This design comes from an exercise in tuning for a short achievable clock period and few clock cycles on the open sky130 flow, not from production work. Function was checked by simulation only, so behaviour that the tests miss may differ from the original. Power and IR drop assume default switching activity.

## flow/design.v (module list and top-level ports; edited modules follow where they fit)
// module connect4_minimax_search: 857 lines
module connect4_minimax_search #(
  parameter int IS_ME = 1,
  parameter int DEPTH = 3
) (
  input  logic               w_clk,
  input  logic               w_rst,
  input  logic               w_en,
  input  logic [41:0]        i_me_field,
  input  logic [41:0]        i_op_field,
  input  logic [20:0]        i_piled_array,
  output logic               o_valid,
  output logic               o_finished,
  output logic signed [15:0] o_score,
  output logic [2:0]         o_selected_col
);
  // ...
==> flow/flow/run.sh <==
#!/bin/bash
# Layout flow: the standard layout (standard.sh) unchanged, except that synthesis and timing
# repair may not use the slow multi-stage cells listed in flow/dont_use.txt (non-inverting complex
# gates, 4-input OR/NOR/AND and the like), on top of the platform's own don't-use cells, which
# the list repeats. The critical paths then map to single-stage inverting gates.
# The make output goes to flow_make.log here; ORFS's own logs stay under orfs/logs/.
set -euo pipefail
cd "$(dirname "$0")/.."
DONT_USE="$(grep -v '^#' flow/dont_use.txt | tr -s '\n' ' ')"
bash standard.sh "DONT_USE_CELLS=$DONT_USE" finish > flow_make.log 2>&1
==> flow/flow/dont_use.txt <==
sky130_fd_sc_hd__lpflow_bleeder_1
sky130_fd_sc_hd__lpflow_clkbufkapwr_1
sky130_fd_sc_hd__lpflow_clkbufkapwr_16
sky130_fd_sc_hd__lpflow_clkbufkapwr_2
sky130_fd_sc_hd__lpflow_clkbufkapwr_4
sky130_fd_sc_hd__lpflow_clkbufkapwr_8
sky130_fd_sc_hd__lpflow_clkinvkapwr_1
sky130_fd_sc_hd__lpflow_clkinvkapwr_16
sky130_fd_sc_hd__lpflow_clkinvkapwr_2
sky130_fd_sc_hd__lpflow_clkinvkapwr_4
sky130_fd_sc_hd__lpflow_clkinvkapwr_8
sky130_fd_sc_hd__lpflow_decapkapwr_12
sky130_fd_sc_hd__lpflow_decapkapwr_3
sky130_fd_sc_hd__lpflow_decapkapwr_4
sky130_fd_sc_hd__lpflow_decapkapwr_6
sky130_fd_sc_hd__lpflow_decapkapwr_8
sky130_fd_sc_hd__lpflow_inputiso0n_1
sky130_fd_sc_hd__lpflow_inputiso0p_1
sky130_fd_sc_hd__lpflow_inputiso1n_1
sky130_fd_sc_hd__lpflow_inputiso1p_1
sky130_fd_sc_hd__lpflow_inputisolatch_1
sky130_fd_sc_hd__lpflow_isobufsrc_1
sky130_fd_sc_hd__lpflow_isobufsrc_16
sky130_fd_sc_hd__lpflow_isobufsrc_2
sky130_fd_sc_hd__lpflow_isobufsrc_4
sky130_fd_sc_hd__lpflow_isobufsrc_8
sky130_fd_sc_hd__lpflow_isobufsrckapwr_16
sky130_fd_sc_hd__lpflow_lsbuf_lh_hl_isowell_tap_1
sky130_fd_sc_hd__lpflow_lsbuf_lh_hl_isowell_tap_2
sky130_fd_sc_hd__lpflow_lsbuf_lh_hl_isowell_tap_4
sky130_fd_sc_hd__lpflow_lsbuf_lh_isowell_4
sky130_fd_sc_hd__lpflow_lsbuf_lh_isowell_tap_1
sky130_fd_sc_hd__lpflow_lsbuf_lh_isowell_tap_2
sky130_fd_sc_hd__lpflow_lsbuf_lh_isowell_tap_4
sky130_fd_sc_hd__probe_p_8
sky130_fd_sc_hd__probec_p_8
sky130_fd_sc_hd__a2111o_1
sky130_fd_sc_hd__a2111o_2
sky130_fd_sc_hd__a2111o_4
sky130_fd_sc_hd__a2111oi_0
sky130_fd_sc_hd__a2111oi_1
sky130_fd_sc_hd__a2111oi_2
sky130_fd_sc_hd__a2111oi_4
sky130_fd_sc_hd__a211o_1
sky130_fd_sc_hd__a211o_2
sky130_fd_sc_hd__a211o_4
sky130_fd_sc_hd__a21bo_1
sky130_fd_sc_hd__a21bo_2
sky130_fd_sc_hd__a21bo_4
sky130_fd_sc_hd__a21o_1
sky130_fd_sc_hd__a21o_2
sky130_fd_sc_hd__a21o_4
sky130_fd_sc_hd__a221o_1
sky130_fd_sc_hd__a221o_2
sky130_fd_sc_hd__a221o_4
sky130_fd_sc_hd__a22o_1
sky130_fd_sc_hd__a22o_2
sky130_fd_sc_hd__a22o_4
sky130_fd_sc_hd__a2bb2o_1
sky130_fd_sc_hd__a2bb2o_2
sky130_fd_sc_hd__a2bb2o_4
sky130_fd_sc_hd__a311o_1
sky130_fd_sc_hd__a311o_2
sky130_fd_sc_hd__a311o_4
sky130_fd_sc_hd__a311oi_1
sky130_fd_sc_hd__a311oi_2
sky130_fd_sc_hd__a311oi_4
sky130_fd_sc_hd__a31o_1
sky130_fd_sc_hd__a31o_2
sky130_fd_sc_hd__a31o_4
sky130_fd_sc_hd__a32o_1
sky130_fd_sc_hd__a32o_2
sky130_fd_sc_hd__a32o_4
sky130_fd_sc_hd__a41o_1
sky130_fd_sc_hd__a41o_2
sky130_fd_sc_hd__a41o_4
sky130_fd_sc_hd__a41oi_1
sky130_fd_sc_hd__a41oi_2
sky130_fd_sc_hd__a41oi_4
sky130_fd_sc_hd__and3_1
sky130_fd_sc_hd__and3_2
sky130_fd_sc_hd__and3_4
sky130_fd_sc_hd__and3b_1
sky130_fd_sc_hd__and3b_2
sky130_fd_sc_hd__and3b_4
sky130_fd_sc_hd__and4_1
sky130_fd_sc_hd__and4_2
sky130_fd_sc_hd__and4_4
sky130_fd_sc_hd__and4b_1
sky130_fd_sc_hd__and4b_2
sky130_fd_sc_hd__and4b_4
sky130_fd_sc_hd__and4bb_1
sky130_fd_sc_hd__and4bb_2
sky130_fd_sc_hd__and4bb_4
sky130_fd_sc_hd__mux4_1
sky130_fd_sc_hd__mux4_2
sky130_fd_sc_hd__mux4_4
sky130_fd_sc_hd__nand4b_1
sky130_fd_sc_hd__nand4b_2
sky130_fd_sc_hd__nand4b_4
sky130_fd_sc_hd__nand4bb_1
sky130_fd_sc_hd__nand4bb_2
sky130_fd_sc_hd__nand4bb_4
sky130_fd_sc_hd__nor4_1
sky130_fd_sc_hd__nor4_2
sky130_fd_sc_hd__nor4_4
sky130_fd_sc_hd__nor4b_1
sky130_fd_sc_hd__nor4b_2
sky130_fd_sc_hd__nor4b_4
sky130_fd_sc_hd__nor4bb_1
sky130_fd_sc_hd__nor4bb_2
sky130_fd_sc_hd__nor4bb_4
sky130_fd_sc_hd__o2111a_1
sky130_fd_sc_hd__o2111a_2
sky130_fd_sc_hd__o2111a_4
sky130_fd_sc_hd__o2111ai_1
sky130_fd_sc_hd__o2111ai_2
sky130_fd_sc_hd__o2111ai_4
sky130_fd_sc_hd__o211a_1
sky130_fd_sc_hd__o211a_2
sky130_fd_sc_hd__o211a_4
sky130_fd_sc_hd__o21a_1
sky130_fd_sc_hd__o21a_2
sky130_fd_sc_hd__o21a_4
sky130_fd_sc_hd__o21ba_1
sky130_fd_sc_hd__o21ba_2
sky130_fd_sc_hd__o21ba_4
sky130_fd_sc_hd__o221a_1
sky130_fd_sc_hd__o221a_2
sky130_fd_sc_hd__o221a_4
sky130_fd_sc_hd__o22a_1
sky130_fd_sc_hd__o22a_2
sky130_fd_sc_hd__o22a_4
sky130_fd_sc_hd__o2bb2a_1
sky130_fd_sc_hd__o2bb2a_2
sky130_fd_sc_hd__o2bb2a_4
sky130_fd_sc_hd__o311a_1
sky130_fd_sc_hd__o311a_2
sky130_fd_sc_hd__o311a_4
sky130_fd_sc_hd__o311ai_0
sky130_fd_sc_hd__o311ai_1
sky130_fd_sc_hd__o311ai_2
sky130_fd_sc_hd__o311ai_4
sky130_fd_sc_hd__o31a_1
sky130_fd_sc_hd__o31a_2
sky130_fd_sc_hd__o31a_4
sky130_fd_sc_hd__o32a_1
sky130_fd_sc_hd__o32a_2
sky130_fd_sc_hd__o32a_4
sky130_fd_sc_hd__o41a_1
sky130_fd_sc_hd__o41a_2
sky130_fd_sc_hd__o41a_4
sky130_fd_sc_hd__o41ai_1
sky130_fd_sc_hd__o41ai_2
sky130_fd_sc_hd__o41ai_4
sky130_fd_sc_hd__or3_1
sky130_fd_sc_hd__or3_2
sky130_fd_sc_hd__or3_4
sky130_fd_sc_hd__or3b_1
sky130_fd_sc_hd__or3b_2
sky130_fd_sc_hd__or3b_4
sky130_fd_sc_hd__or4_1
sky130_fd_sc_hd__or4_2
sky130_fd_sc_hd__or4_4
sky130_fd_sc_hd__or4b_1
sky130_fd_sc_hd__or4b_2
sky130_fd_sc_hd__or4b_4
sky130_fd_sc_hd__or4bb_1
sky130_fd_sc_hd__or4bb_2
sky130_fd_sc_hd__or4bb_4
sky130_fd_sc_hd__xnor3_1
sky130_fd_sc_hd__xnor3_2
sky130_fd_sc_hd__xnor3_4
sky130_fd_sc_hd__xor3_1
sky130_fd_sc_hd__xor3_2
sky130_fd_sc_hd__xor3_4
sky130_fd_sc_hd__bufbuf_16
sky130_fd_sc_hd__bufbuf_8
sky130_fd_sc_hd__bufinv_16
sky130_fd_sc_hd__bufinv_8
sky130_fd_sc_hd__clkinvlp_2
sky130_fd_sc_hd__clkinvlp_4
==> flow/standard.sh <==
#!/bin/bash
# synth_recipe.tcl (not shown) runs the flow's synth.tcl, then flattens the netlist and writes it again
# the make line also repeats each setting of config.mk as NAME=value (left out here)
make -C /OpenROAD-flow-scripts/flow DESIGN_CONFIG=/design/flow/config.mk WORK_HOME=/design/flow/orfs CLKGATE_MAP_FILE= SYNTH_SCRIPT=/design/flow/synth_recipe.tcl "${@:-finish}"
==> flow/config.mk <==
export PLATFORM = sky130hd
export DESIGN_NAME = connect4_minimax_search
export DESIGN_NICKNAME = connect4_minimax_search
export VERILOG_FILES = /design/flow/design.v
export SDC_FILE = /design/flow/constraint.sdc
export NUM_CORES = 4
export LEC_CHECK = 0
export CAP_MARGIN = 20
export CELL_PAD_IN_SITES_DETAIL_PLACEMENT = 1
export CELL_PAD_IN_SITES_GLOBAL_PLACEMENT = 2
export CORE_MARGIN = 2
export CORE_UTILIZATION = 25
export PLACE_DENSITY = 0.5
export SETUP_SLACK_MARGIN = 5
export SLEW_MARGIN = 20
==> flow/constraint.sdc <==
create_clock -name core_clock -period 7.0 [get_ports {w_clk}]
set_input_delay 1.4000 -clock core_clock [delete_from_list [all_inputs] [get_ports {w_clk}]]
set_output_delay 1.4000 -clock core_clock [all_outputs]
set_load 0.01 [all_outputs]
==> run summary, run 1 <==
result of the run -> timing/DRC/antenna clean
global-route met1 utilization -> 53.2%
final routed DRC violation total -> 0
compound-gate portion of the synthesized area -> 26.7%
Final WS setup -> 4.48 ns
buffer levels on the longest clock path -> 3
area of all placed cells without fillers -> 40000 um^2
final count of hold timing violations -> 0
Top Layer Used -> met5
CP endpoint -> o_score[15]
most common cell in the netlist -> nor2_1
wire length of the first global-routing pass -> 237000 um
Gates resized, CTS repair -> 2059
Synth top cells by count -> nor2_1, nand2_1, dfxtp_1
length of routed met3 wiring -> 21100 um
flip-flop and latch count -> 312
top library cells by usage in the layout, fill and taps aside -> buf_2, buf_6, dfxtp_1
routed via count -> 29.9k
area used by multi-input combinational logic -> 19000 um^2
first-iteration detailed-routing DRC count -> 3385
Non-clock inverters -> 47
launching element type of the critical path -> flip-flop
r2r setup slk -> 4.51 ns
unrepaired setup endpoints after global routing -> true
Hold Path End -> col_q[1]
beginning of the worst hold path -> col_q[1]
leakage power figure -> 15.7 nW
XOR/XNOR Fraction of Synth Area -> 0%
area-dominant cell class after layout -> multi-input combinational cells
Tapcells -> 969
Util after Layout -> 53.7%
worst hold path stage count -> 2
Skew-Pair Late Insertion Delay -> 0.61 ns
Synth async-reset ratio -> 0%
Testbench counts, summed over its fixed seeds: cycles 768.
==> run 2: changes to the inputs <==
--- a/flow/design.v
+++ b/flow/design.v
@@ -505,155 +505,155 @@
   assign b1_d[47] = (oh[32] & ((oh[38] & ((i_me_field[32] & i_me_field[38]))) | (oh[39] & ((i_me_field[24] & i_me_field[25]))) | (oh[40] & ((i_me_field[10] & i_me_field[18]))))) | (oh[33] & ((oh[40] & ((i_me_field[31] & i_me_field[32]))) | (oh[41] & ((i_me_field[17] & i_me_field[25])))));
   assign b2_d[47] = (oh[34] & ((oh[41] & ((i_me_field[38] & i_me_field[39])))));
   assign a0_d[48] = (oh[36] & (tme[13])) | (oh[37] & (tme[20]));
   assign a1_d[48] = (oh[38] & (tme[27] | (i_me_field[13] & i_me_field[6]))) | (oh[39] & (tme[34] | (i_me_field[20] & i_me_field[13])));
   assign a2_d[48] = (oh[40] & (tme[41] | (i_me_field[27] & i_me_field[20])));
   assign b0_d[48] = (oh[36] & tme[20]) | (oh[37] & tme[27]);
   assign b1_d[48] = (oh[38] & tme[34]) | (oh[39] & tme[41]);
   assign b2_d[48] = 1'b0;
-  logic [15:0] bad_d;
+  logic [7:0] bad_d;
   assign bad_d[0] = (i_me_field[0] & i_me_field[1] & i_me_field[2] & i_me_field[3]) |
+    (i_me_field[7] & i_me_field[8] & i_me_field[9] & i_me_field[10]) |
     (i_me_field[14] & i_me_field[15] & i_me_field[16] & i_me_field[17]) |
+    (i_me_field[21] & i_me_field[22] & i_me_field[23] & i_me_field[24]) |
     (i_me_field[28] & i_me_field[29] & i_me_field[30] & i_me_field[31]) |
+    (i_me_field[35] & i_me_field[36] & i_me_field[37] & i_me_field[38]) |
     (i_me_field[0] & i_me_field[7] & i_me_field[14] & i_me_field[21]) |
+    (i_me_field[4] & i_me_field[11] & i_me_field[18] & i_me_field[25]) |
     (i_me_field[8] & i_me_field[15] & i_me_field[22] & i_me_field[29]) |
+    (i_me_field[12] & i_me_field[19] & i_me_field[26] & i_me_field[33]) |
     (i_me_field[16] & i_me_field[23] & i_me_field[30] & i_me_field[37]) |
+    (i_me_field[20] & i_me_field[27] & i_me_field[34] & i_me_field[41]) |
     (i_me_field[3] & i_me_field[11] & i_me_field[19] & i_me_field[27]) |
+    (i_me_field[10] & i_me_field[18] & i_me_field[26] & i_me_field[34]) |
     (i_me_field[17] & i_me_field[25] & i_me_field[33] & i_me_field[41]) |
-    (i_me_field[13] & i_me_field[19] & i_me_field[25] & i_me_field[31]);
+    (i_me_field[6] & i_me_field[12] & i_me_field[18] & i_me_field[24]) |
+    (i_me_field[13] & i_me_field[19] & i_me_field[25] & i_me_field[31]) |
+    (i_me_field[20] & i_me_field[26] & i_me_field[32] & i_me_field[38]);
   assign bad_d[1] = (i_me_field[1] & i_me_field[2] & i_me_field[3] & i_me_field[4]) |
+    (i_me_field[8] & i_me_field[9] & i_me_field[10] & i_me_field[11]) |
     (i_me_field[15] & i_me_field[16] & i_me_field[17] & i_me_field[18]) |
+    (i_me_field[22] & i_me_field[23] & i_me_field[24] & i_me_field[25]) |
     (i_me_field[29] & i_me_field[30] & i_me_field[31] & i_me_field[32]) |
+    (i_me_field[36] & i_me_field[37] & i_me_field[38] & i_me_field[39]) |
     (i_me_field[1] & i_me_field[8] & i_me_field[15] & i_me_field[22]) |
+    (i_me_field[5] & i_me_field[12] & i_me_field[19] & i_me_field[26]) |
     (i_me_field[9] & i_me_field[16] & i_me_field[23] & i_me_field[30]) |
+    (i_me_field[13] & i_me_field[20] & i_me_field[27] & i_me_field[34]) |
     (i_me_field[17] & i_me_field[24] & i_me_field[31] & i_me_field[38]) |
+    (i_me_field[0] & i_me_field[8] & i_me_field[16] & i_me_field[24]) |
     (i_me_field[7] & i_me_field[15] & i_me_field[23] & i_me_field[31]) |
+    (i_me_field[14] & i_me_field[22] & i_me_field[30] & i_me_field[38]) |
     (i_me_field[3] & i_me_field[9] & i_me_field[15] & i_me_field[21]) |
+    (i_me_field[10] & i_me_field[16] & i_me_field[22] & i_me_field[28]) |
     (i_me_field[17] & i_me_field[23] & i_me_field[29] & i_me_field[35]);
   assign bad_d[2] = (i_me_field[2] & i_me_field[3] & i_me_field[4] & i_me_field[5]) |
+    (i_me_field[9] & i_me_field[10] & i_me_field[11] & i_me_field[12]) |
     (i_me_field[16] & i_me_field[17] & i_me_field[18] & i_me_field[19]) |
+    (i_me_field[23] & i_me_field[24] & i_me_field[25] & i_me_field[26]) |
     (i_me_field[30] & i_me_field[31] & i_me_field[32] & i_me_field[33]) |
+    (i_me_field[37] & i_me_field[38] & i_me_field[39] & i_me_field[40]) |
     (i_me_field[2] & i_me_field[9] & i_me_field[16] & i_me_field[23]) |
+    (i_me_field[6] & i_me_field[13] & i_me_field[20] & i_me_field[27]) |
     (i_me_field[10] & i_me_field[17] & i_me_field[24] & i_me_field[31]) |
+    (i_me_field[14] & i_me_field[21] & i_me_field[28] & i_me_field[35]) |
     (i_me_field[18] & i_me_field[25] & i_me_field[32] & i_me_field[39]) |
+    (i_me_field[1] & i_me_field[9] & i_me_field[17] & i_me_field[25]) |
     (i_me_field[8] & i_me_field[16] & i_me_field[24] & i_me_field[32]) |
+    (i_me_field[15] & i_me_field[23] & i_me_field[31] & i_me_field[39]) |
     (i_me_field[4] & i_me_field[10] & i_me_field[16] & i_me_field[22]) |
+    (i_me_field[11] & i_me_field[17] & i_me_field[23] & i_me_field[29]) |
     (i_me_field[18] & i_me_field[24] & i_me_field[30] & i_me_field[36]);
   assign bad_d[3] = (i_me_field[3] & i_me_field[4] & i_me_field[5] & i_me_field[6]) |
+    (i_me_field[10] & i_me_field[11] & i_me_field[12] & i_me_field[13]) |
     (i_me_field[17] & i_me_field[18] & i_me_field[19] & i_me_field[20]) |
+    (i_me_field[24] & i_me_field[25] & i_me_field[26] & i_me_field[27]) |
     (i_me_field[31] & i_me_field[32] & i_me_field[33] & i_me_field[34]) |
+    (i_me_field[38] & i_me_field[39] & i_me_field[40] & i_me_field[41]) |
     (i_me_field[3] & i_me_field[10] & i_me_field[17] & i_me_field[24]) |
+    (i_me_field[7] & i_me_field[14] & i_me_field[21] & i_me_field[28]) |
     (i_me_field[11] & i_me_field[18] & i_me_field[25] & i_me_field[32]) |
+    (i_me_field[15] & i_me_field[22] & i_me_field[29] & i_me_field[36]) |
     (i_me_field[19] & i_me_field[26] & i_me_field[33] & i_me_field[40]) |
+    (i_me_field[2] & i_me_field[10] & i_me_field[18] & i_me_field[26]) |
     (i_me_field[9] & i_me_field[17] & i_me_field[25] & i_me_field[33]) |
+    (i_me_field[16] & i_me_field[24] & i_me_field[32] & i_me_field[40]) |
     (i_me_field[5] & i_me_field[11] & i_me_field[17] & i_me_field[23]) |
+    (i_me_field[12] & i_me_field[18] & i_me_field[24] & i_me_field[30]) |
     (i_me_field[19] & i_me_field[25] & i_me_field[31] & i_me_field[37]);
-  assign bad_d[4] = (i_me_field[7] & i_me_field[8] & i_me_field[9] & i_me_field[10]) |
-    (i_me_field[21] & i_me_field[22] & i_me_field[23] & i_me_field[24]) |
-    (i_me_field[35] & i_me_field[36] & i_me_field[37] & i_me_field[38]) |
-    (i_me_field[4] & i_me_field[11] & i_me_field[18] & i_me_field[25]) |
-    (i_me_field[12] & i_me_field[19] & i_me_field[26] & i_me_field[33]) |
-    (i_me_field[20] & i_me_field[27] & i_me_field[34] & i_me_field[41]) |
-    (i_me_field[10] & i_me_field[18] & i_me_field[26] & i_me_field[34]) |
-    (i_me_field[6] & i_me_field[12] & i_me_field[18] & i_me_field[24]) |
-    (i_me_field[20] & i_me_field[26] & i_me_field[32] & i_me_field[38]);
-  assign bad_d[5] = (i_me_field[8] & i_me_field[9] & i_me_field[10] & i_me_field[11]) |
-    (i_me_field[22] & i_me_field[23] & i_me_field[24] & i_me_field[25]) |
-    (i_me_field[36] & i_me_field[37] & i_me_field[38] & i_me_field[39]) |
-    (i_me_field[5] & i_me_field[12] & i_me_field[19] & i_me_field[26]) |
-    (i_me_field[13] & i_me_field[20] & i_me_field[27] & i_me_field[34]) |
-    (i_me_field[0] & i_me_field[8] & i_me_field[16] & i_me_field[24]) |
-    (i_me_field[14] & i_me_field[22] & i_me_field[30] & i_me_field[38]) |
-    (i_me_field[10] & i_me_field[16] & i_me_field[22] & i_me_field[28]);
-  assign bad_d[6] = (i_me_field[9] & i_me_field[10] & i_me_field[11] & i_me_field[12]) |
-    (i_me_field[23] & i_me_field[24] & i_me_field[25] & i_me_field[26]) |
-    (i_me_field[37] & i_me_field[38] & i_me_field[39] & i_me_field[40]) |
-    (i_me_field[6] & i_me_field[13] & i_me_field[20] & i_me_field[27]) |
-    (i_me_field[14] & i_me_field[21] & i_me_field[28] & i_me_field[35]) |
-    (i_me_field[1] & i_me_field[9] & i_me_field[17] & i_me_field[25]) |
-    (i_me_field[15] & i_me_field[23] & i_me_field[31] & i_me_field[39]) |
-    (i_me_field[11] & i_me_field[17] & i_me_field[23] & i_me_field[29]);
-  assign bad_d[7] = (i_me_field[10] & i_me_field[11] & i_me_field[12] & i_me_field[13]) |
-    (i_me_field[24] & i_me_field[25] & i_me_field[26] & i_me_field[27]) |
-    (i_me_field[38] & i_me_field[39] & i_me_field[40] & i_me_field[41]) |
-    (i_me_field[7] & i_me_field[14] & i_me_field[21] & i_me_field[28]) |
-    (i_me_field[15] & i_me_field[22] & i_me_field[29] & i_me_field[36]) |
-    (i_me_field[2] & i_me_field[10] & i_me_field[18] & i_me_field[26]) |
-    (i_me_field[16] & i_me_field[24] & i_me_field[32] & i_me_field[40]) |
-    (i_me_field[12] & i_me_field[18] & i_me_field[24] & i_me_field[30]);
-  assign bad_d[8] = (i_op_field[0] & i_op_field[1] & i_op_field[2] & i_op_field[3]) |
+  assign bad_d[4] = (i_op_field[0] & i_op_field[1] & i_op_field[2] & i_op_field[3]) |
+    (i_op_field[7] & i_op_field[8] & i_op_field[9] & i_op_field[10]) |
     (i_op_field[14] & i_op_field[15] & i_op_field[16] & i_op_field[17]) |
+    (i_op_field[21] & i_op_field[22] & i_op_field[23] & i_op_field[24]) |
     (i_op_field[28] & i_op_field[29] & i_op_field[30] & i_op_field[31]) |
+    (i_op_field[35] & i_op_field[36] & i_op_field[37] & i_op_field[38]) |
     (i_op_field[0] & i_op_field[7] & i_op_field[14] & i_op_field[21]) |
+    (i_op_field[4] & i_op_field[11] & i_op_field[18] & i_op_field[25]) |
     (i_op_field[8] & i_op_field[15] & i_op_field[22] & i_op_field[29]) |
+    (i_op_field[12] & i_op_field[19] & i_op_field[26] & i_op_field[33]) |
     (i_op_field[16] & i_op_field[23] & i_op_field[30] & i_op_field[37]) |
+    (i_op_field[20] & i_op_field[27] & i_op_field[34] & i_op_field[41]) |
     (i_op_field[3] & i_op_field[11] & i_op_field[19] & i_op_field[27]) |
+    (i_op_field[10] & i_op_field[18] & i_op_field[26] & i_op_field[34]) |
     (i_op_field[17] & i_op_field[25] & i_op_field[33] & i_op_field[41]) |
-    (i_op_field[13] & i_op_field[19] & i_op_field[25] & i_op_field[31]);
-  assign bad_d[9] = (i_op_field[1] & i_op_field[2] & i_op_field[3] & i_op_field[4]) |
+    (i_op_field[6] & i_op_field[12] & i_op_field[18] & i_op_field[24]) |
+    (i_op_field[13] & i_op_field[19] & i_op_field[25] & i_op_field[31]) |
+    (i_op_field[20] & i_op_field[26] & i_op_field[32] & i_op_field[38]);
+  assign bad_d[5] = (i_op_field[1] & i_op_field[2] & i_op_field[3] & i_op_field[4]) |
+    (i_op_field[8] & i_op_field[9] & i_op_field[10] & i_op_field[11]) |
     (i_op_field[15] & i_op_field[16] & i_op_field[17] & i_op_field[18]) |
+    (i_op_field[22] & i_op_field[23] & i_op_field[24] & i_op_field[25]) |
     (i_op_field[29] & i_op_field[30] & i_op_field[31] & i_op_field[32]) |
+    (i_op_field[36] & i_op_field[37] & i_op_field[38] & i_op_field[39]) |
     (i_op_field[1] & i_op_field[8] & i_op_field[15] & i_op_field[22]) |
+    (i_op_field[5] & i_op_field[12] & i_op_field[19] & i_op_field[26]) |
     (i_op_field[9] & i_op_field[16] & i_op_field[23] & i_op_field[30]) |
+    (i_op_field[13] & i_op_field[20] & i_op_field[27] & i_op_field[34]) |
     (i_op_field[17] & i_op_field[24] & i_op_field[31] & i_op_field[38]) |
+    (i_op_field[0] & i_op_field[8] & i_op_field[16] & i_op_field[24]) |
     (i_op_field[7] & i_op_field[15] & i_op_field[23] & i_op_field[31]) |
+    (i_op_field[14] & i_op_field[22] & i_op_field[30] & i_op_field[38]) |
     (i_op_field[3] & i_op_field[9] & i_op_field[15] & i_op_field[21]) |
+    (i_op_field[10] & i_op_field[16] & i_op_field[22] & i_op_field[28]) |
     (i_op_field[17] & i_op_field[23] & i_op_field[29] & i_op_field[35]);
-  assign bad_d[10] = (i_op_field[2] & i_op_field[3] & i_op_field[4] & i_op_field[5]) |
+  assign bad_d[6] = (i_op_field[2] & i_op_field[3] & i_op_field[4] & i_op_field[5]) |
+    (i_op_field[9] & i_op_field[10] & i_op_field[11] & i_op_field[12]) |
     (i_op_field[16] & i_op_field[17] & i_op_field[18] & i_op_field[19]) |
+    (i_op_field[23] & i_op_field[24] & i_op_field[25] & i_op_field[26]) |
     (i_op_field[30] & i_op_field[31] & i_op_field[32] & i_op_field[33]) |
+    (i_op_field[37] & i_op_field[38] & i_op_field[39] & i_op_field[40]) |
     (i_op_field[2] & i_op_field[9] & i_op_field[16] & i_op_field[23]) |
+    (i_op_field[6] & i_op_field[13] & i_op_field[20] & i_op_field[27]) |
     (i_op_field[10] & i_op_field[17] & i_op_field[24] & i_op_field[31]) |
+    (i_op_field[14] & i_op_field[21] & i_op_field[28] & i_op_field[35]) |
     (i_op_field[18] & i_op_field[25] & i_op_field[32] & i_op_field[39]) |
+    (i_op_field[1] & i_op_field[9] & i_op_field[17] & i_op_field[25]) |
     (i_op_field[8] & i_op_field[16] & i_op_field[24] & i_op_field[32]) |
+    (i_op_field[15] & i_op_field[23] & i_op_field[31] & i_op_field[39]) |
     (i_op_field[4] & i_op_field[10] & i_op_field[16] & i_op_field[22]) |
+    (i_op_field[11] & i_op_field[17] & i_op_field[23] & i_op_field[29]) |
     (i_op_field[18] & i_op_field[24] & i_op_field[30] & i_op_field[36]);
-  assign bad_d[11] = (i_op_field[3] & i_op_field[4] & i_op_field[5] & i_op_field[6]) |
+  assign bad_d[7] = (i_op_field[3] & i_op_field[4] & i_op_field[5] & i_op_field[6]) |
+    (i_op_field[10] & i_op_field[11] & i_op_field[12] & i_op_field[13]) |
     (i_op_field[17] & i_op_field[18] & i_op_field[19] & i_op_field[20]) |
+    (i_op_field[24] & i_op_field[25] & i_op_field[26] & i_op_field[27]) |
     (i_op_field[31] & i_op_field[32] & i_op_field[33] & i_op_field[34]) |
+    (i_op_field[38] & i_op_field[39] & i_op_field[40] & i_op_field[41]) |
     (i_op_field[3] & i_op_field[10] & i_op_field[17] & i_op_field[24]) |
+    (i_op_field[7] & i_op_field[14] & i_op_field[21] & i_op_field[28]) |
     (i_op_field[11] & i_op_field[18] & i_op_field[25] & i_op_field[32]) |
+    (i_op_field[15] & i_op_field[22] & i_op_field[29] & i_op_field[36]) |
     (i_op_field[19] & i_op_field[26] & i_op_field[33] & i_op_field[40]) |
+    (i_op_field[2] & i_op_field[10] & i_op_field[18] & i_op_field[26]) |
     (i_op_field[9] & i_op_field[17] & i_op_field[25] & i_op_field[33]) |
+    (i_op_field[16] & i_op_field[24] & i_op_field[32] & i_op_field[40]) |
     (i_op_field[5] & i_op_field[11] & i_op_field[17] & i_op_field[23]) |
+    (i_op_field[12] & i_op_field[18] & i_op_field[24] & i_op_field[30]) |
     (i_op_field[19] & i_op_field[25] & i_op_field[31] & i_op_field[37]);
-  assign bad_d[12] = (i_op_field[7] & i_op_field[8] & i_op_field[9] & i_op_field[10]) |
-    (i_op_field[21] & i_op_field[22] & i_op_field[23] & i_op_field[24]) |
-    (i_op_field[35] & i_op_field[36] & i_op_field[37] & i_op_field[38]) |
-    (i_op_field[4] & i_op_field[11] & i_op_field[18] & i_op_field[25]) |
-    (i_op_field[12] & i_op_field[19] & i_op_field[26] & i_op_field[33]) |
-    (i_op_field[20] & i_op_field[27] & i_op_field[34] & i_op_field[41]) |
-    (i_op_field[10] & i_op_field[18] & i_op_field[26] & i_op_field[34]) |
-    (i_op_field[6] & i_op_field[12] & i_op_field[18] & i_op_field[24]) |
-    (i_op_field[20] & i_op_field[26] & i_op_field[32] & i_op_field[38]);
-  assign bad_d[13] = (i_op_field[8] & i_op_field[9] & i_op_field[10] & i_op_field[11]) |
-    (i_op_field[22] & i_op_field[23] & i_op_field[24] & i_op_field[25]) |
-    (i_op_field[36] & i_op_field[37] & i_op_field[38] & i_op_field[39]) |
-    (i_op_field[5] & i_op_field[12] & i_op_field[19] & i_op_field[26]) |
-    (i_op_field[13] & i_op_field[20] & i_op_field[27] & i_op_field[34]) |
-    (i_op_field[0] & i_op_field[8] & i_op_field[16] & i_op_field[24]) |
-    (i_op_field[14] & i_op_field[22] & i_op_field[30] & i_op_field[38]) |
-    (i_op_field[10] & i_op_field[16] & i_op_field[22] & i_op_field[28]);
-  assign bad_d[14] = (i_op_field[9] & i_op_field[10] & i_op_field[11] & i_op_field[12]) |
-    (i_op_field[23] & i_op_field[24] & i_op_field[25] & i_op_field[26]) |
-    (i_op_field[37] & i_op_field[38] & i_op_field[39] & i_op_field[40]) |
-    (i_op_field[6] & i_op_field[13] & i_op_field[20] & i_op_field[27]) |
-    (i_op_field[14] & i_op_field[21] & i_op_field[28] & i_op_field[35]) |
-    (i_op_field[1] & i_op_field[9] & i_op_field[17] & i_op_field[25]) |
-    (i_op_field[15] & i_op_field[23] & i_op_field[31] & i_op_field[39]) |
-    (i_op_field[11] & i_op_field[17] & i_op_field[23] & i_op_field[29]);
-  assign bad_d[15] = (i_op_field[10] & i_op_field[11] & i_op_field[12] & i_op_field[13]) |
-    (i_op_field[24] & i_op_field[25] & i_op_field[26] & i_op_field[27]) |
-    (i_op_field[38] & i_op_field[39] & i_op_field[40] & i_op_field[41]) |
-    (i_op_field[7] & i_op_field[14] & i_op_field[21] & i_op_field[28]) |
-    (i_op_field[15] & i_op_field[22] & i_op_field[29] & i_op_field[36]) |
-    (i_op_field[2] & i_op_field[10] & i_op_field[18] & i_op_field[26]) |
-    (i_op_field[16] & i_op_field[24] & i_op_field[32] & i_op_field[40]) |
-    (i_op_field[12] & i_op_field[18] & i_op_field[24] & i_op_field[30]);
   logic [48:0] ab0_d;
   logic [6:0]  e_d;
   logic [2:0]  colL_d;
   logic        legal_any_d;
   always_comb begin
     logic [6:0] l1;
     for (int c0 = 0; c0 < 7; c0++) begin
       for (int c = 0; c < 7; c++) l1[c] = (c == c0) ? legal2_d[c] : legal_d[c];
@@ -664,17 +664,17 @@
     for (int c = 6; c >= 0; c--)
       if (legal_d[c]) colL_d = 3'(c);
     legal_any_d = |legal_d;
   end
   logic [6:0]  w10_q, w11_q, w12_q, w1ab0_q, w1ab1_q, w1ab2_q, ow0_q, owab0_q, legal_q, e_q;
   logic [48:0] a0_q, a1_q, a2_q, ab0_q, b1_q, b2_q;
   logic [2:0]  colL_q;
   logic        legal_any_q;
-  logic [15:0] bad_q;
+  logic [7:0]  bad_q;
   always_ff @(posedge w_clk) begin
     w10_q <= w10_d;
     w11_q <= w11_d;
     w12_q <= w12_d;
     w1ab0_q <= w1ab0_d;
     w1ab1_q <= w1ab1_d;
     w1ab2_q <= w1ab2_d;
     ow0_q <= ow0_d;
--- a/flow/flow/dont_use.txt
+++ b/flow/flow/dont_use.txt
@@ -169,14 +169,8 @@
 sky130_fd_sc_hd__or4bb_2
 sky130_fd_sc_hd__or4bb_4
 sky130_fd_sc_hd__xnor3_1
 sky130_fd_sc_hd__xnor3_2
 sky130_fd_sc_hd__xnor3_4
 sky130_fd_sc_hd__xor3_1
 sky130_fd_sc_hd__xor3_2
 sky130_fd_sc_hd__xor3_4
-sky130_fd_sc_hd__bufbuf_16
-sky130_fd_sc_hd__bufbuf_8
-sky130_fd_sc_hd__bufinv_16
-sky130_fd_sc_hd__bufinv_8
-sky130_fd_sc_hd__clkinvlp_2
-sky130_fd_sc_hd__clkinvlp_4
==> run summary, run 2 <==
result of the run -> timing/DRC/antenna clean (unchanged)
Area Growth Syn to Fin -> 127% (was 113%)
minimum period implied by the final worst setup slack -> 2.72 ns (was 2.52 ns)
fraction of the mapped netlist area in adder cells -> 0% (unchanged)
launching element type of the critical path -> input port (was flip-flop)
post-synthesis share of cell area spent on and, or, nand and nor gates -> 31.4% (about the same)
IO Pins -> 129 (unchanged)
share of Yosys cell area claimed by the top area cell type -> 32.9% (was 33.3%)
sequential share of power -> 26.7% (was 27.9%)
area inside the core boundary -> 73100 um^2 (was 74400 um^2)
most common library cell in the layout ignoring fill and taps -> buf_4 (was buf_2)
Synth top cells by count -> nor2_1, nand2_1, dfxtp_1 (unchanged)
wire length of the first global-routing pass -> 247000 um (was 237000 um)
Synth Area per Inst -> 6.86 um^2 (was 6.88 um^2)
overall routed net length -> 199000 um (was 179000 um)
Post-synth EDFFs -> 0 (unchanged)
Detail Route Antenna Nets -> 0 (unchanged)
Post-Synthesis Cells -> 2696 (was 2729)
Skew-Pair Late Insertion Delay -> 0.65 ns (was 0.61 ns)
sum of internal, switching and leakage power -> 0.00697 W (was 0.00692 W)
number of placement rows -> 99 (was 100)
final count of hold timing violations -> 0 (unchanged)
post-DR vias/cell -> 6.73 (was 6.30)
combinational group share of total power -> 43.0% (was 39.7%)
dominant combinational cell family by area after synthesis -> simple AND/OR/NAND/NOR gates (unchanged)
overall fraction of global-route tracks in use -> 47.3% (was 43.5%)
worst clock skew on the final layout -> 0.0352 ns (was 0.0263 ns)
non-filler cells in the finished layout -> 4618 (was 4745)
XOR/XNOR Fraction of Synth Area -> 0% (unchanged)
switching power total -> 0.00275 W (was 0.00270 W)
top library cells by usage in the layout, fill and taps aside -> buf_4, dfxtp_1, buf_6 (was buf_2, buf_6, dfxtp_1)
pin slew with the least headroom to its limit -> 1.05 ns (was 0.798 ns)
GPL Wtd Cong -> 1.03 (was 0.982)
CP required -> 7.51 ns (was 5.60 ns)
accumulated negative setup slack -> 0 ns (unchanged)
Synth async-reset ratio -> 0% (unchanged)
headroom to the max-slew limit -> 29.6% (was 46.4%)
H-tree depth -> 2 (unchanged)
final setup fails -> 0 (unchanged)
die span in y -> 276 um (was 278 um)
mux share of post-synthesis cell area -> 1.29% (was 1.87%)
CTS clock-pin slew for the worst setup and hold paths -> 0.07 ns (was 0.06 ns)
Sink Count -> 304 (was 312)
netlist area before placement -> 18500 um^2 (was 18800 um^2)
total half-perimeter wirelength after legalization and detailed placement -> 109000 um (was 111000 um)
count of state elements after synthesis -> 304 (was 312)
leakage power figure -> 16.2 nW (was 15.7 nW)
clock tree from TritonCTS -> built (unchanged)
clock root buffer master -> clkbuf_16 (unchanged)
Syn. warnings -> 1 (unchanged)
compound-gate portion of the synthesized area -> 27.3% (was 26.7%)
final routed DRC violation total -> 0 (unchanged)
total instance count after detailed placement -> 3609 (was 3646)
worst hold path stage count -> 2 (unchanged)
power density over the cells -> 166 nW/um^2 (was 173 nW/um^2)
beginning of the worst hold path -> col_q[1] (unchanged)
Max rail drop VDD -> 0.000161 V (was 0.000171 V)
max-capacitance violation count -> 0 (unchanged)
unrepaired setup endpoints after global routing -> true (unchanged)
number of buffers created by CTS -> 39 (was 42)
maximum achievable frequency -> 368 MHz (was 396 MHz)
effective utilization at floorplan -> 25.3% (was 25.2%)
number of distinct standard cells referenced by the synthesized netlist -> 54 (unchanged)
r2r worst-path depth -> 9 (was 8)
WP data arrival -> 3.22 ns (was 1.12 ns)
Crit Path Category -> input port to flip-flop (was flip-flop to primary output)
register bank with the most flops -> ab0_q (unchanged)
number of antenna violations at the first check in global routing -> 17 (was 5)
Switching Fraction -> 39.4% (was 39.0%)
r2r setup slk -> 4.39 ns (was 4.51 ns)
largest net degree at the start of global routing -> 32 (was 44)
Die Footprint -> 76100 um^2 (was 77300 um^2)
buffer levels on the longest clock path -> 3 (unchanged)
max FFs per register -> 43 (unchanged)
Final Net Count -> 3735 (was 3847)
final routed wire length divided by cell count -> 43.1 um (was 37.8 um)
port buffer count -> 125 (unchanged)
routed via count -> 31.1k (was 29.9k)
main area contributors after synthesis -> dfxtp_1, nor2_1, nand2_1 (unchanged)
die width -> 276 um (was 278 um)
worst r2r src -> w1ab0_q[4] (was b1_q[26])
Internal Power -> 0.00422 W (about the same)
sequential-to-total area share from yosys stat -> 32.9% (was 33.3%)
dominant cell type by area after synthesis -> dfxtp_1 (unchanged)
most common cell in the netlist -> nor2_1 (unchanged)
Reg-to-Reg End -> col_q[1] (unchanged)
portion of the clock cycle consumed by the worst path in the final layout -> 38.8% (was 36.0%)
final slew viol count -> 0 (unchanged)
DR pass1 iterations -> 9 (was 7)
largest fanout of any net on the critical path -> 5 (was 8)
total global routing overflow -> 0 (unchanged)
first-iteration detailed-routing DRC count -> 4282 (was 3385)
number of global-route vias before repair -> 29.1k (about the same)
Clk network pwr share -> 30.3% (was 32.4%)
critical path endpoint category -> flip-flop (was primary output)
top flip-flop cell by instance count after synthesis -> dfxtp_1 (unchanged)
Hold Path End -> col_q[1] (unchanged)
Hold Path Class -> flip-flop to flip-flop (unchanged)
share of post-route cells with drive strength above 1 -> 64.4% (was 65.2%)
-- run 2: cell type report --
cell class / instances / area [um^2]
Antenna cell: 8 / 20.0
Tap cell: 959 / 1200
Multi-Input combinational cell: 2078 / 19400
Fill cell: 7716 / 31100
Timing Repair Buffer: 1141 / 13700
Clock buffer: 55 / 1060
Sequential cell: 304 / 6100
Clock inverter: 10 / 193
Inverter: 63 / 348
-- run 2: logic make-up after synthesis --
group	after synthesis
AOI/OAI and AO/OA	806
buffers and inverters	319
DFF	304
muxes	23
other	1
and+or+nand+nor	1243
-- run 2: routing by layer --
metal	part of all wire, %	up-vias	global-route usage, %
met1	36	15251	56.0
met5	0.51	-	3.95
li1	-	11708	-
met3	15	1253	23.6
met4	9.8	46	29.8
met2	39	2832	67.2
-- run 2: worst max path at each step --
stage,startpoint,end,slack (ns),depth (start not counted)
after floorplan,i_op_field[24],ow0_q[5],4.40,7
after global placement,i_me_field[23],b1_q[32],2.54,9
after detailed placement,i_piled_array[14],ab0_q[29],2.57,9
after CTS,score_q[14],o_score[10],4.47,1
after global routing,w1ab0_q[4],col_q[0],4.40,9
final,i_me_field[30],b1_q[25],4.28,11
-- run 2: through the flow --
step	hold WS (ns)	setup slack [ns]	instance area, um^2	utilization [%]
2_1_floorplan	0.469	4.40	22800	-
3_3_place_gp	0.452	2.54	22700	31.0
3_5_place_dp	0.457	2.57	22700	31.0
4_1_cts	0.463	4.47	37600	51.4
5_1_grt	0.476	4.40	41900	57.4
6_report	0.455	4.28	42000	57.4
-- run 2: power by group through the flow --
stage	clock network, W	logic (W)	registers (W)
3_3_place_gp	0	0.00148	0.00188
5_1_grt	0.00218	0.00298	0.00186
6_report	0.00211	0.00300	0.00186
2_1_floorplan	0	0.000924	0.00186
3_5_place_dp	0	0.00148	0.00189
4_1_cts	0.00211	0.00247	0.00185
-- run 2: what timing repair did --
item	in CTS	in global routing
gates resized for setup	2057	500
hold buffers	0	0
pin swaps	488	392
buffers inserted	662	217
endpoints found under the setup margin	319	296
cloned	54	3
-- run 2: critical path, stage by stage --
cell,delay [ns]
buf_12,0.08
buf_12,0.13
buf_6,0.12
clkinvlp_4,0.30
nor2_4,0.21
a21oi_2,0.06
buf_4,0.15
buf_6,0.11
o21ai_4,0.14
a32oi_2,0.10
a211oi_1,0.39
Testbench counts of run 2, summed over its fixed seeds: cycles 768.
==> run 3: changes to the inputs <==
--- a/flow/flow/dont_use.txt
+++ b/flow/flow/dont_use.txt
@@ -175,2 +175,8 @@
 sky130_fd_sc_hd__xor3_2
 sky130_fd_sc_hd__xor3_4
+sky130_fd_sc_hd__bufbuf_16
+sky130_fd_sc_hd__bufbuf_8
+sky130_fd_sc_hd__bufinv_16
+sky130_fd_sc_hd__bufinv_8
+sky130_fd_sc_hd__clkinvlp_2
+sky130_fd_sc_hd__clkinvlp_4
==> run summary, run 3 <==
XOR/XNOR Fraction of Synth Area -> 0% (unchanged)
largest fanout of any net on the critical path -> 5 (unchanged)
dominant combinational cell family by area after synthesis -> simple AND/OR/NAND/NOR gates (unchanged)
worst hold path stage count -> 2 (unchanged)
clock root buffer master -> clkbuf_16 (unchanged)
H-tree depth -> 2 (unchanged)
leakage power figure -> 15.9 nW (was 16.2 nW)
Clk network pwr share -> 31.3% (was 30.3%)
Hold Path End -> col_q[1] (unchanged)
share of post-route cells with drive strength above 1 -> 66.8% (was 64.4%)
WP data arrival -> 3.21 ns (was 3.22 ns)
total half-perimeter wirelength after legalization and detailed placement -> 112000 um (was 109000 um)
total instance count after detailed placement -> 3607 (was 3609)
combinational group share of total power -> 41.5% (was 43.0%)
Reg-to-Reg End -> col_q[1] (unchanged)
GRT met2 Usage -> 66.4% (was 67.2%)
number of placement rows -> 99 (unchanged)
Detail Route Antenna Nets -> 0 (unchanged)
Final Net Count -> 3852 (was 3735)
final routed wire length divided by cell count -> 41.4 um (was 43.1 um)
Crit Path Category -> flip-flop to flip-flop (was input port to flip-flop)
first-iteration detailed-routing DRC count -> 4556 (was 4282)
die width -> 276 um (unchanged)
total global routing overflow -> 0 (unchanged)
mux share of post-synthesis cell area -> 1.29% (unchanged)
dominant cell type by area after synthesis -> dfxtp_1 (unchanged)
most common library cell in the layout ignoring fill and taps -> buf_2 (was buf_4)
Die Footprint -> 76100 um^2 (unchanged)
Skew-Pair Late Insertion Delay -> 0.63 ns (was 0.65 ns)
port buffer count -> 125 (unchanged)
headroom to the max-slew limit -> 38.8% (was 29.6%)
final setup fails -> 0 (unchanged)
final count of hold timing violations -> 0 (unchanged)
final routed DRC violation total -> 0 (unchanged)
Area Growth Syn to Fin -> 119% (was 127%)
chain of cells forming the critical path -> nor3_1 -> buf_4 -> and2_2 -> nand3_1 -> a21oi_1 -> o211ai_2 -> buf_6 -> nand4_4 -> nor3_4 -> and2_1 -> o21ai_1 (was buf_12 -> buf_12 -> buf_6 -> clkinvlp_4 -> nor2_4 -> a21oi_2 -> buf_4 -> buf_6 -> o21ai_4 -> a32oi_2 -> a211oi_1)
maximum achievable frequency -> 368 MHz (about the same)
final slew viol count -> 0 (unchanged)
Synth top cells by count -> nor2_1, nand2_1, dfxtp_1 (unchanged)
Final WS setup -> 4.28 ns (about the same)
clock tree from TritonCTS -> built (unchanged)
Critical-path top delay cell -> dfxtp_1 (was a211oi_1)
critical path endpoint category -> flip-flop (unchanged)
filler cell count -> 8002 (was 7716)
Syn. warnings -> 1 (unchanged)
origin of the worst setup path -> ow0_q[6] (was i_me_field[30])
worst r2r src -> ow0_q[6] (was w1ab0_q[4])
max FFs per register -> 43 (unchanged)
area inside the core boundary -> 73100 um^2 (unchanged)
netlist area before placement -> 18500 um^2 (unchanged)
CP required -> 7.49 ns (was 7.51 ns)
unrepaired setup endpoints after global routing -> true (unchanged)
routed via count -> 31.4k (was 31.1k)
main area contributors after synthesis -> dfxtp_1, nor2_1, nand2_1 (unchanged)
area used by multi-input combinational logic -> 19400 um^2 (about the same)
top library cells by usage in the layout, fill and taps aside -> buf_2, buf_6, dfxtp_1 (was buf_4, dfxtp_1, buf_6)
sequential share of power -> 27.2% (was 26.7%)
Synth async-reset ratio -> 0% (unchanged)
number of antenna violations at the first check in global routing -> 10 (was 17)
share of Yosys cell area claimed by the top area cell type -> 32.9% (unchanged)
compound-gate portion of the synthesized area -> 27.3% (unchanged)
count of state elements after synthesis -> 304 (unchanged)
die span in y -> 276 um (unchanged)
Switching Fraction -> 40.4% (was 39.4%)
r2r worst-path depth -> 11 (was 9)
overall fraction of global-route tracks in use -> 46.5% (was 47.3%)
IO Pins -> 129 (unchanged)
GPL Wtd Cong -> 1.01 (was 1.03)
buffer levels on the longest clock path -> 3 (unchanged)
accumulated negative setup slack -> 0 ns (unchanged)
Max rail drop VDD -> 0.000198 V (was 0.000161 V)
power density over the cells -> 170 nW/um^2 (was 166 nW/um^2)
post-DR vias/cell -> 6.62 (was 6.73)
post-synthesis share of cell area spent on and, or, nand and nor gates -> 31.4% (unchanged)
number of distinct standard cells referenced by the synthesized netlist -> 54 (unchanged)
number of buffers created by CTS -> 41 (was 39)
delay contributed by the slowest stage of the critical path -> 0.91 ns (was 0.39 ns)
Post-synth EDFFs -> 0 (unchanged)
Hold Path Class -> flip-flop to flip-flop (unchanged)
pin slew with the least headroom to its limit -> 0.917 ns (was 1.05 ns)
Sink Count -> 304 (unchanged)
largest net degree at the start of global routing -> 28 (was 32)
effective utilization at floorplan -> 25.3% (unchanged)
sequential-to-total area share from yosys stat -> 32.9% (unchanged)
portion of the clock cycle consumed by the worst path in the final layout -> 38.9% (was 38.8%)
cell class contributing the biggest share of worst-path delay -> simple AND/OR/NAND/NOR gates (was buffers and inverters)
beginning of the worst hold path -> col_q[1] (unchanged)
footprint of the flip-flops and latches -> 6110 um^2 (was 6100 um^2)
max-capacitance violation count -> 0 (unchanged)
DR pass1 iterations -> 19 (was 9)
top flip-flop cell by instance count after synthesis -> dfxtp_1 (unchanged)
wire length of the first global-routing pass -> 243000 um (was 247000 um)
overall routed net length -> 196000 um (was 199000 um)
fraction of the mapped netlist area in adder cells -> 0% (unchanged)
number of global-route vias before repair -> 28.8k (was 29.1k)
worst path buffer plus inverter count -> 2 (was 6)
minimum period implied by the final worst setup slack -> 2.72 ns (about the same)
launching element type of the critical path -> flip-flop (was input port)
Post-Place Worst Slack -> 2.44 ns (was 2.57 ns)
Synth Area per Inst -> 6.86 um^2 (unchanged)
Post-CTS Hold Fix Bufs -> 0 (unchanged)
non-filler cells in the finished layout -> 4741 (was 4618)
Post-Synthesis Cells -> 2696 (unchanged)
Internal Power -> 0.00411 W (was 0.00422 W)
worst clock skew on the final layout -> 0.0381 ns (was 0.0352 ns)
r2r setup slk -> 4.28 ns (was 4.39 ns)
CTS clock-pin slew for the worst setup and hold paths -> 0.07 ns (about the same)
grt peak-use layer -> met2 (unchanged)
most common cell in the netlist -> nor2_1 (unchanged)
final hold slack -> 0.463 ns (was 0.455 ns)
GRT met3 Usage -> 19.9% (was 23.6%)
switching power total -> 0.00278 W (was 0.00275 W)
register bank with the most flops -> ab0_q (unchanged)
global-route met1 utilization -> 56.3% (was 56.0%)
result of the run -> timing/DRC/antenna clean (unchanged)
run 3: cell types whose count changed after synthesis, sizes merged:
| cell | delta |
|---|---|
| buf | -1 |
| clkbuf | +1 |
run 3: cell type report:
| class | count | share of cell area [%] |
|---|---|---|
| sequential | 304 | 15.1 |
| antenna | 8 | 0.0495 |
| tap | 959 | 2.96 |
| timing repair buffer | 1257 | 29.9 |
| multi-input combinational | 2077 | 47.9 |
| inverter | 63 | 0.856 |
| clock buffer | 54 | 2.91 |
| clock inverter | 19 | 0.377 |
run 3: how the worst max path moves through the flow:
stage	to	slack [ns]	cells after the start
after floorplan	ow0_q[5]	4.40	7
after global placement	a1_q[32]	2.44	7
after detailed placement	a1_q[32]	2.44	7
after CTS	o_score[11]	4.47	1
after global routing	col_q[0]	4.25	10
final	col_q[1]	4.28	11
run 3: per-stage QoR:
step / total power, W / util (%) / cell area (um^2)
floorplan: 0.00279 / - / 22900
global placement: 0.00335 / 30.8 / 22500
detailed placement: 0.00335 / 30.8 / 22500
CTS: 0.00633 / 48.8 / 35700
global route: 0.00696 / 55.4 / 40500
finish: 0.00690 / 55.4 / 40500
run 3: kinds of logic after synthesis:
logic type | Yosys count
AO/OA/AOI/OAI | 806
buffers and inverters | 319
flip-flops | 304
multiplexers | 23
other | 1
AND/OR/NAND/NOR | 1243
run 3: per-layer routing:
metal	wire length [um]	up-vias
met1	70900	15495
met5	239	-
met2	77500	2778
met4	19500	10
met3	28200	1148
li1	-	11933
run 3: what timing repair did:
| item | in CTS | in global routing |
|---|---|---|
| setup endpoints to repair | 320 | 295 |
| gates resized for setup | 2145 | 660 |
| pin swaps | 495 | 412 |
| gates cloned | 42 | 4 |
| setup buffers | 735 | 272 |
run 3: power groups by stage:
stage / clock (W) / combinational (W) / sequential (W)
6_report: 0.00216 / 0.00286 / 0.00187
5_1_grt: 0.00224 / 0.00285 / 0.00187
4_1_cts: 0.00215 / 0.00232 / 0.00186
3_5_place_dp: 0 / 0.00146 / 0.00189
3_3_place_gp: 0 / 0.00146 / 0.00189
2_1_floorplan: 0 / 0.000928 / 0.00186
run 3: worst min-delay path: stages (launching register included):
cell and delay [ns]:
dfxtp_2 0.33, nand2_1 0.05, o21ai_1 0.05

[static timing again, ports no longer ideal]
The results above use ideal ports. As a check the final layouts listed here were re-extracted and re-timed, cells and wires unchanged.
Step 1 sets driving cells, clkbuf_16 on the clock port and buf_2 on the other inputs (assumed; they add their load-dependent delay and slew).
Step 2 adds t to the input delays and takes it off the output delays; t is the mean of the earliest and latest rising clock arrival at the registers after step 1. Input paths then give back, and output paths get back, about the clock's delay inside the block.
Three values: no drivers, after step 1, after step 2; two values: the first two.
| run | shift t [ns] | slack for setup (ns) | cell pins on the clock port's net |
|---|---|---|---|
| run 1 | 0.671 | 4.477 / 4.403 / 3.852 | 1 |
| run 2 | 0.694 | 4.285 / 4.297 / 3.603 | 1 |
| run 3 | 0.679 | 4.279 / 4.279 / 3.754 | 1 |
After both steps setup and hold are still met in every run listed. The setup slack of run 2, which loses most, moves by +0.012 ns with the drivers and by -0.682 ns with both steps.
